Source: an optimization exercise on an open RTL-to-GDS flow (aim: small area, a short achievable clock period and few clock cycles per item). Production flows keep margins and buffers that such runs may drop. The RTL was checked by simulation tests, not by an equivalence proof against the original design.

**design/flow/config.mk**
```make
export PLATFORM = sky130hd
export DESIGN_NAME = polygon_geofence_clamp_top
export DESIGN_NICKNAME = polygon_geofence_clamp_top
export VERILOG_FILES = /design/flow/design.v
export SDC_FILE = /design/flow/constraint.sdc
export NUM_CORES = 8
export LEC_CHECK = 0
export CAP_MARGIN = 20
export CORE_MARGIN = 2
export CORE_UTILIZATION = 40
export SLEW_MARGIN = 20
```
**design/flow/constraint.sdc**
```tcl
create_clock -name core_clock -period 16.0 [get_ports {clk}]
set_input_delay 3.2000 -clock core_clock [delete_from_list [all_inputs] [get_ports {clk}]]
set_output_delay 3.2000 -clock core_clock [all_outputs]
set_load 0.01 [all_outputs]
```
**design/flow/design.v**
```verilog
`timescale 1ns / 1ps
package pgc_pkg;
	localparam int IDX_WIDTH = 6;
	localparam int CNT_WIDTH = 7;
	localparam logic OP_WRITE = 1'b0;
	localparam logic OP_QUERY = 1'b1;
	typedef enum logic [12:0] {
		ST_IDLE   = 13'b0000000000001,
		ST_PREV   = 13'b0000000000010,
		ST_FETCH  = 13'b0000000000100,
		ST_LOAD   = 13'b0000000001000,
		ST_MULT   = 13'b0000000010000,
		ST_DECIDE = 13'b0000000100000,
		ST_DIV    = 13'b0000001000000,
		ST_ROUND  = 13'b0000010000000,
		ST_APPLY  = 13'b0000100000000,
		ST_DIST   = 13'b0001000000000,
		ST_CMP    = 13'b0010000000000,
		ST_SQRT   = 13'b0100000000000,
		ST_FIN    = 13'b1000000000000
	} state_t;
endpackage
`timescale 1ns / 1ps
module polygon_geofence_clamp_top #(
	parameter int MAX_VERTICES = 64,
	parameter int COORD_WIDTH  = 32
) (
	input  logic                           clk,
	input  logic                           arst_n,
	input  logic                           cfg_we,
	input  logic [pgc_pkg::CNT_WIDTH-1:0]  cfg_data,
	input  logic                           req_valid,
	output logic                           req_ready,
	input  logic                           req_operation,
	input  logic [pgc_pkg::IDX_WIDTH-1:0]  req_vertex_index,
	input  logic signed [COORD_WIDTH-1:0]  req_coord_x,
	input  logic signed [COORD_WIDTH-1:0]  req_coord_z,
	output logic                           rsp_valid,
	input  logic                           rsp_ready,
	output logic                           rsp_inside_res,
	output logic signed [COORD_WIDTH-1:0]  rsp_goal_x,
	output logic signed [COORD_WIDTH-1:0]  rsp_goal_z,
	output logic        [COORD_WIDTH:0]    rsp_distance
);
	localparam int W  = COORD_WIDTH;
	localparam int DW = W + 1;
	localparam int PW = 2 * W + 2;
	localparam int SW = 2 * W + 3;
	localparam int AW = $clog2(MAX_VERTICES);
	localparam int NC = $clog2(MAX_VERTICES + 1);
	localparam int NW = (NC > pgc_pkg::CNT_WIDTH) ? NC : pgc_pkg::CNT_WIDTH;
	localparam int BW = $clog2(W + 1);
	function automatic logic signed [DW-1:0] dif(input logic signed [W-1:0] a,
		input logic signed [W-1:0] b);
		dif = {a[W-1], a} - {b[W-1], b};
	endfunction
	function automatic logic [PW+1:0] div_step(input logic [PW-1:0] r, input logic add,
		input logic [SW-1:0] nu, input logic [SW-1:0] de);
		logic [SW-1:0] t;
		logic [SW-1:0] dd;
		t = {r, 1'b0} + (add ? nu : '0);
		dd = {de[SW-2:0], 1'b0};
		if (t >= dd) begin
			div_step = {2'd2, PW'(t - dd)};
		end else if (t >= de) begin
			div_step = {2'd1, PW'(t - de)};
		end else begin
			div_step = {2'd0, PW'(t)};
		end
	endfunction
	pgc_pkg::state_t state_q;
	logic [pgc_pkg::CNT_WIDTH-1:0] count_q;
	logic [NW-1:0]                 n_w;
	logic [NW-1:0]                 n_m1;
	logic [NW-1:0]                 idx_ext;
	logic [AW-1:0]                 last;
	logic [AW-1:0]                 rd_addr;
	logic                          wr_en;
	logic signed [W-1:0] mem_x [MAX_VERTICES];
	logic signed [W-1:0] mem_z [MAX_VERTICES];
	logic signed [W-1:0] rd_x_q, rd_z_q;
	logic [AW-1:0]       i_q;
	logic [2:0]          step_q;
	logic [BW-1:0]       bit_q;
	logic signed [W-1:0] px_q, pz_q, ax_q, az_q, bx_q, bz_q, cx_q, cz_q;
	logic signed [DW-1:0] dx, dz, dd_z, ma, mb;
	logic [2:0]           mul_sel;
	logic signed [PW-1:0] mul_q, p1_q;
	logic signed [SW-1:0] mul_ext, num_q, den_q;
	logic                 odd_q, have_q, cross_cond, cross_hit;
	logic [SW-1:0] d2_q, best_q, chosen;
	logic          better;
	logic [PW-1:0] rx_q, rz_q;
	logic [DW-1:0] qx_q, qz_q, mx_q, mz_q;
	logic          sx_q, sz_q;
	logic [PW+1:0] stx, stz;
	logic [W+1:0]  sqx, sqz, cx_sum, cz_sum;
	logic [PW-1:0] s_q;
	logic [W+2:0]  rem_q, rem_n, trial;
	logic [W:0]    root_q, root_n;
	logic [W+2:0]  rem_next;
	logic                res_in_q;
	logic signed [W-1:0] res_x_q, res_z_q;
	logic [W:0]          res_d_q;
	logic                out_v_q, out_in_q;
	logic signed [W-1:0] out_x_q, out_z_q;
	logic [W:0]          out_d_q;
	logic                out_load;
	assign n_w     = (NW'(count_q) > NW'(MAX_VERTICES)) ? NW'(MAX_VERTICES) : NW'(count_q);
	assign n_m1    = n_w - NW'(1);
	assign last    = n_m1[AW-1:0];
	assign idx_ext = NW'(req_vertex_index);
	assign rd_addr = (state_q == pgc_pkg::ST_IDLE) ? last : i_q;
	assign wr_en   = (state_q == pgc_pkg::ST_IDLE) && req_valid
		&& (req_operation == pgc_pkg::OP_WRITE) && (idx_ext < NW'(MAX_VERTICES));
	assign req_ready = (state_q == pgc_pkg::ST_IDLE);
	always_ff @(posedge clk) begin
		if (wr_en) begin
			mem_x[idx_ext[AW-1:0]] <= req_coord_x;
			mem_z[idx_ext[AW-1:0]] <= req_coord_z;
		end
		rd_x_q <= mem_x[rd_addr];
		rd_z_q <= mem_z[rd_addr];
	end
	assign dx   = dif(bx_q, ax_q);
	assign dz   = dif(bz_q, az_q);
	assign dd_z = dif(az_q, bz_q);
	assign mul_sel = (state_q == pgc_pkg::ST_DIST) ? {2'b11, step_q[0]} : step_q;
	always_comb begin
		case (mul_sel)
			3'd0: begin ma = dif(pz_q, bz_q); mb = dif(ax_q, bx_q); end
			3'd1: begin ma = dif(px_q, bx_q); mb = dif(az_q, bz_q); end
			3'd2: begin ma = dx; mb = dx; end
			3'd3: begin ma = dz; mb = dz; end
			3'd4: begin ma = dif(px_q, ax_q); mb = dx; end
			3'd5: begin ma = dif(pz_q, az_q); mb = dz; end
			3'd6: begin ma = dif(px_q, cx_q); mb = dif(px_q, cx_q); end
			default: begin ma = dif(pz_q, cz_q); mb = dif(pz_q, cz_q); end
		endcase
	end
	assign mul_ext = {mul_q[PW-1], mul_q};
	assign cross_cond = ((bz_q < pz_q) && (az_q >= pz_q)) || ((az_q < pz_q) && (bz_q >= pz_q));
	assign cross_hit  = cross_cond && (((!dd_z[DW-1]) && (dd_z != '0) && (p1_q < mul_q))
		|| (dd_z[DW-1] && (p1_q > mul_q)));
	assign stx = div_step(rx_q, mx_q[bit_q], num_q, den_q);
	assign stz = div_step(rz_q, mz_q[bit_q], num_q, den_q);
	assign sqx    = sx_q ? -{1'b0, qx_q} : {1'b0, qx_q};
	assign sqz    = sz_q ? -{1'b0, qz_q} : {1'b0, qz_q};
	assign cx_sum = {ax_q[W-1], ax_q[W-1], ax_q} + sqx;
	assign cz_sum = {az_q[W-1], az_q[W-1], az_q} + sqz;
	assign better = !have_q || (d2_q < best_q);
	assign chosen = better ? d2_q : best_q;
	assign rem_n    = {rem_q[W:0], s_q[PW-1:PW-2]};
	assign trial    = {root_q, 2'b01};
	assign rem_next = (rem_n >= trial) ? (rem_n - trial) : rem_n;
	assign root_n   = (rem_n >= trial) ? {root_q[W-1:0], 1'b1} : {root_q[W-1:0], 1'b0};
	assign out_load = (state_q == pgc_pkg::ST_FIN) && (!out_v_q || rsp_ready);
	always_ff @(posedge clk) begin
		mul_q <= PW'(ma) * PW'(mb);
	end
	always_ff @(posedge clk or negedge arst_n) begin
		if (!arst_n) begin
			state_q <= pgc_pkg::ST_IDLE;
			count_q <= '0;
			out_v_q <= 1'b0;
			step_q  <= '0;
			bit_q   <= '0;
			i_q     <= '0;
			odd_q   <= 1'b0;
			have_q  <= 1'b0;
		end else begin
			if (cfg_we) begin
				count_q <= cfg_data;
			end
			if (out_load) begin
				out_v_q <= 1'b1;
			end else if (rsp_ready) begin
				out_v_q <= 1'b0;
			end
			unique case (state_q)
				pgc_pkg::ST_IDLE: begin
					if (req_valid && (req_operation == pgc_pkg::OP_QUERY)) begin
						odd_q  <= 1'b0;
						have_q <= 1'b0;
						i_q    <= '0;
						state_q <= (n_w == '0) ? pgc_pkg::ST_FIN : pgc_pkg::ST_PREV;
					end
				end
				pgc_pkg::ST_PREV:  state_q <= pgc_pkg::ST_FETCH;
				pgc_pkg::ST_FETCH: state_q <= pgc_pkg::ST_LOAD;
				pgc_pkg::ST_LOAD: begin
					step_q  <= '0;
					state_q <= pgc_pkg::ST_MULT;
				end
				pgc_pkg::ST_MULT: begin
					step_q <= step_q + 3'd1;
					if ((step_q == 3'd2) && cross_hit) begin
						odd_q <= ~odd_q;
					end
					if (step_q == 3'd6) begin
						state_q <= pgc_pkg::ST_DECIDE;
					end
				end
				pgc_pkg::ST_DECIDE: begin
					step_q <= '0;
					bit_q  <= BW'(W);
					if ((den_q == '0) || num_q[SW-1] || (num_q > den_q)) begin
						state_q <= pgc_pkg::ST_DIST;
					end else begin
						state_q <= pgc_pkg::ST_DIV;
					end
				end
				pgc_pkg::ST_DIV: begin
					bit_q <= bit_q - BW'(1);
					if (bit_q == '0) begin
						state_q <= pgc_pkg::ST_ROUND;
					end
				end
				pgc_pkg::ST_ROUND: state_q <= pgc_pkg::ST_APPLY;
				pgc_pkg::ST_APPLY: begin
					step_q  <= '0;
					state_q <= pgc_pkg::ST_DIST;
				end
				pgc_pkg::ST_DIST: begin
					step_q <= step_q + 3'd1;
					if (step_q == 3'd2) begin
						state_q <= pgc_pkg::ST_CMP;
					end
				end
				pgc_pkg::ST_CMP: begin
					have_q <= 1'b1;
					if (i_q == last) begin
						bit_q   <= BW'(W);
						state_q <= odd_q ? pgc_pkg::ST_FIN : pgc_pkg::ST_SQRT;
					end else begin
						i_q     <= i_q + AW'(1);
						state_q <= pgc_pkg::ST_FETCH;
					end
				end
				pgc_pkg::ST_SQRT: begin
					bit_q <= bit_q - BW'(1);
					if (bit_q == '0) begin
						state_q <= pgc_pkg::ST_FIN;
					end
				end
				pgc_pkg::ST_FIN: begin
					if (out_load) begin
						state_q <= pgc_pkg::ST_IDLE;
					end
				end
				default: state_q <= pgc_pkg::ST_IDLE;
			endcase
		end
	end
	always_ff @(posedge clk) begin
		unique case (state_q)
			pgc_pkg::ST_IDLE: begin
				px_q     <= req_coord_x;
				pz_q     <= req_coord_z;
				res_in_q <= 1'b0;
				res_x_q  <= '0;
				res_z_q  <= '0;
				res_d_q  <= '1;
			end
			pgc_pkg::ST_PREV: begin
				ax_q <= rd_x_q;
				az_q <= rd_z_q;
			end
			pgc_pkg::ST_LOAD: begin
				bx_q <= rd_x_q;
				bz_q <= rd_z_q;
			end
			pgc_pkg::ST_MULT: begin
				case (step_q)
					3'd1: p1_q <= mul_q;
					3'd3: den_q <= mul_ext;
					3'd4: den_q <= den_q + mul_ext;
					3'd5: num_q <= mul_ext;
					3'd6: num_q <= num_q + mul_ext;
					default: ;
				endcase
			end
			pgc_pkg::ST_DECIDE: begin
				rx_q <= '0;
				rz_q <= '0;
				qx_q <= '0;
				qz_q <= '0;
				mx_q <= dx[DW-1] ? DW'(-dx) : dx;
				mz_q <= dz[DW-1] ? DW'(-dz) : dz;
				sx_q <= dx[DW-1];
				sz_q <= dz[DW-1];
				if ((den_q == '0) || num_q[SW-1]) begin
					cx_q <= ax_q;
					cz_q <= az_q;
				end else begin
					cx_q <= bx_q;
					cz_q <= bz_q;
				end
			end
			pgc_pkg::ST_DIV: begin
				rx_q <= stx[PW-1:0];
				rz_q <= stz[PW-1:0];
				qx_q <= {qx_q[W-1:0], 1'b0} + DW'(stx[PW+1:PW]);
				qz_q <= {qz_q[W-1:0], 1'b0} + DW'(stz[PW+1:PW]);
			end
			pgc_pkg::ST_ROUND: begin
				qx_q <= qx_q + DW'({rx_q, 1'b0} >= den_q);
				qz_q <= qz_q + DW'({rz_q, 1'b0} >= den_q);
			end
			pgc_pkg::ST_APPLY: begin
				cx_q <= cx_sum[W-1:0];
				cz_q <= cz_sum[W-1:0];
			end
			pgc_pkg::ST_DIST: begin
				if (step_q == 3'd1) begin
					d2_q <= mul_ext;
				end else if (step_q == 3'd2) begin
					d2_q <= d2_q + mul_ext;
				end
			end
			pgc_pkg::ST_CMP: begin
				best_q <= chosen;
				s_q    <= chosen[PW-1:0];
				rem_q  <= '0;
				root_q <= '0;
				ax_q   <= bx_q;
				az_q   <= bz_q;
				if (better) begin
					res_x_q <= cx_q;
					res_z_q <= cz_q;
				end
				if ((i_q == last) && odd_q) begin
					res_in_q <= 1'b1;
					res_x_q  <= px_q;
					res_z_q  <= pz_q;
					res_d_q  <= '0;
				end
			end
			pgc_pkg::ST_SQRT: begin
				s_q    <= {s_q[PW-3:0], 2'b00};
				rem_q  <= rem_next;
				root_q <= root_n;
				if (bit_q == '0) begin
					res_d_q <= root_n;
				end
			end
			pgc_pkg::ST_FIN: begin
				if (out_load) begin
					out_in_q <= res_in_q;
					out_x_q  <= res_x_q;
					out_z_q  <= res_z_q;
					out_d_q  <= res_d_q;
				end
			end
			default: ;
		endcase
	end
	assign rsp_valid      = out_v_q;
	assign rsp_inside_res = out_in_q;
	assign rsp_goal_x     = out_x_q;
	assign rsp_goal_z     = out_z_q;
	assign rsp_distance   = out_d_q;
endmodule
```
**design/flow/run.sh**
```bash
#!/bin/bash
# synth_recipe.tcl (not shown) runs the flow's synth.tcl, then flattens the netlist and writes it again
# the make line also repeats each setting of config.mk as NAME=value (left out here)
make -C /OpenROAD-flow-scripts/flow DESIGN_CONFIG=/design/flow/config.mk WORK_HOME=/design/flow/orfs CLKGATE_MAP_FILE= SYNTH_SCRIPT=/design/flow/synth_recipe.tcl finish
```
==> summary.txt <==
[metal layers]
layer / share of wire / global-route usage / vias to the layer above
li1: - / - / 93000
met1: 0.39 / 0.346 / 110000
met2: 0.47 / 0.431 / 9523
met3: 0.085 / 0.0523 / 2170
met4: 0.057 / 0.123 / 72
met5: 0.00067 / 0.00250 / -
[cells by family (layout without fill, tap and decap cells)]
family                   Yosys count  count (layout)  share of synthesized area
adder cells (fa/ha/maj)         2714            2714                      0.136
flip-flops                      5446            5446                      0.514
multiplexers                    1163            1163                     0.0787
AO/OA/AOI/OAI                   5404            5404                      0.110
XOR/XNOR                        1177            1177                     0.0327
AND/OR/NAND/NOR                 6110            6110                     0.0898
other                              0              34                          0
buffers and inverters           3116            3691                     0.0386
[final cells by class]
| class | count | area (um^2) | area share |
|---|---|---|---|
| Sequential cell | 5446 | 162000 | 0.463 |
| Multi-Input combinational cell | 16600 | 142000 | 0.407 |
| Clock buffer | 725 | 15400 | 0.0439 |
| Tap cell | 10500 | 13100 | 0.0375 |
| Inverter | 1863 | 7000 | 0.0200 |
| Timing Repair Buffer | 783 | 6430 | 0.0184 |
| Clock inverter | 320 | 3400 | 0.00973 |
| Antenna cell | 34 | 85.1 | 0.000243 |
[state kept, by name, summed over array words and instances, names as in the netlist, 67 cells and up]
name / cells
num_q: 67
best_q: 67
mem_x: 2048
mem_z: 2048
d2_q: 67
den_q: 67
[cells in the mapped netlist, types with 282 or more instances]
cell / n / share of area
edfxtp_1: 5278 / 0.50
nand2_1: 2295 / 0.027
inv_1: 1856 / 0.022
a21oi_1: 1704 / 0.027
ha_1: 1548 / 0.061
nor2_1: 1501 / 0.018
fa_1: 1166 / 0.074
mux4_2: 1043 / 0.075
o21ai_0: 917 / 0.015
clkbuf_1: 905 / 0.011
xnor2_1: 719 / 0.020
a21o_1: 709 / 0.017
a211oi_1: 550 / 0.013
and2_1: 519 / 0.010
xor2_1: 458 / 0.013
nor3_1: 346 / 0.0055
buf_2: 282 / 0.0045
[final timing paths]
path | to | depth (start not counted)
setup / recovery | mul_q[65] | 49
hold / removal | out_x_q[11] | 0
setup reg to reg | mul_q[65] | 49
hold reg to reg | out_x_q[11] | 0
max in group asynchronous | bit_q[0] | 2
min in group asynchronous | have_q | 2
[per-stage QoR]
step | utilization | setup WS [ns] | cell area [um^2] | hold slack (ns)
after floorplan | - | 2.79 | 315000 | 0.400
after global placement | 0.421 | 0.742 | 331000 | 0.404
after detailed placement | 0.421 | 0.737 | 331000 | 0.405
after CTS | 0.444 | 0.692 | 350000 | 0.418
after global routing | 0.445 | 0.217 | 350000 | 0.419
final | 0.445 | 0.759 | 350000 | 0.416
==> results.toml <==
[detailed_routing]
num_vias = 215000
routed_wl_mm = 1080
drt-vias-per-instance = 5.92
dr.first_iter.drc_count = 24300
wl_per_cell_um = 29.9
drc = 0
detail-route-antenna-nets = 0
first_pass_iters = 9

[flow_run]
maxCapViolCount = 0

[synthesis]
synthArstFlopShare = 0.00698
synthesis.nets = 27900
syn_area_per_cell_um2 = 12.5
ys_ff_latch = 5446
synth_cell_type_count = 117
seq_area_frac_synth = 0.514
ys_warn_count = 1
synth-edff-count = 5278
synth_ff_type = "edfxtp_1"
synthesis.area_um2 = 315000
syn_inst = 25100

[clocking]
clkLatencyLatePin_ns = 1.17
cts_setup_buffers = 0
cts_buffer_depth = 4
cts_tree = "done"
clk_pin_slew_ns = 0.06
cts-root-buf = "clkbuf_16"
postCtsHoldBufs = 0
cts_buffers = 579
cts_sinks = 5446
cts_resized = 0
cts_max_level = 6

[placed_design]
gp_congestion = 1.00
io_buffers = 182
hpwl_mm = 762
dp.cells = 35200

[grt]
antenna_found_initial = 96
grt_pass1_wl_mm = 1550
track_usage = 0.266
grt_max_degree = 133
grt_pass1_vias = 211000
overflow = 0

[floorplanning]
core-area_um2 = 786000
initial_utilization = 0.401
fp.dieW_um = 891
std_cell_rows = 326
die_h_um = 891
dieArea_um2 = 795000
ioPinCount = 183

[final_layout]
syn2layout_area_growth_pct = 11.0
final_cell_mix = "edfxtp_1 (5278), nand2_1 (2285), inv_1 (1854)"
drive_gt1_frac = 0.116
fin_cells = 36200
fin_nets = 28000
layout_commonest_cell = "edfxtp_1"
num-fill-cells = 71400

[critical_path]
arrival_ns = 16.24
required_ns = 17.00
crit_start = "state_q[11]"
crit_family = "compound AO/OA/AOI/OAI gates"
critPathBufInv = 5
crit_path_start_kind = "register"
cp_common_cell = "fa_1"
critPathKind = "register to register"
slowest_stage = "a41o_1"
cp_max_fo = 19
critPathMaxStageDelay_ns = 0.78
reg2reg_from = "state_q[11]"
worst_setup_path_end_kind = "register"
ff2ff_setup_slack_ns = 0.76

[sta]
setup_viol = 0
grt_setup_unrepaired = "no"
worst_pin_slew_ns = 1.26
fin_crit_sh = 0.953
max_freq_mhz = 65.6
fin_crit_ns = 15.24
finalHoldViolCount = 0
finalSetupTns_ns = 0
max_slew_margin = 0.152
fin_skew_ns = 0.115
drv_slew = 0

[worst_hold_path]
worstHoldStart = "res_x_q[11]"
hp-class = "register to register"

[status]
status = "complete, no violations"
Testbench counts, summed over its fixed seeds: cycles 1,062,936, queries 1,280.

## separate check: timing with driven ports
In the flow no input, the clock included, has a driving cell. The finished layout below was timed again as built, in two steps. Step 1 sets driving cells, clkbuf_16 on the clock port and buf_2 on the other inputs (assumed; they add their load-dependent delay and slew). Step 2 also shifts input and output timing later by t, the mid clock arrival at the registers, as if the neighbouring blocks saw the same clock. Three values: no drivers, after step 1, after step 2; two values: the first two.
t (ns): 1.258
setup WS [ns]: 0.759 / 0.759 / 0.759
worst setup path at the end: register to register
worst register clock-pin slew, ns: 0.07 / 0.07
worst slew at a driven data input, ns: 0.30
After both steps this run still meets setup and hold. The setup slack of this run moves by 0.000 ns with the drivers and by 0.000 ns with both steps.
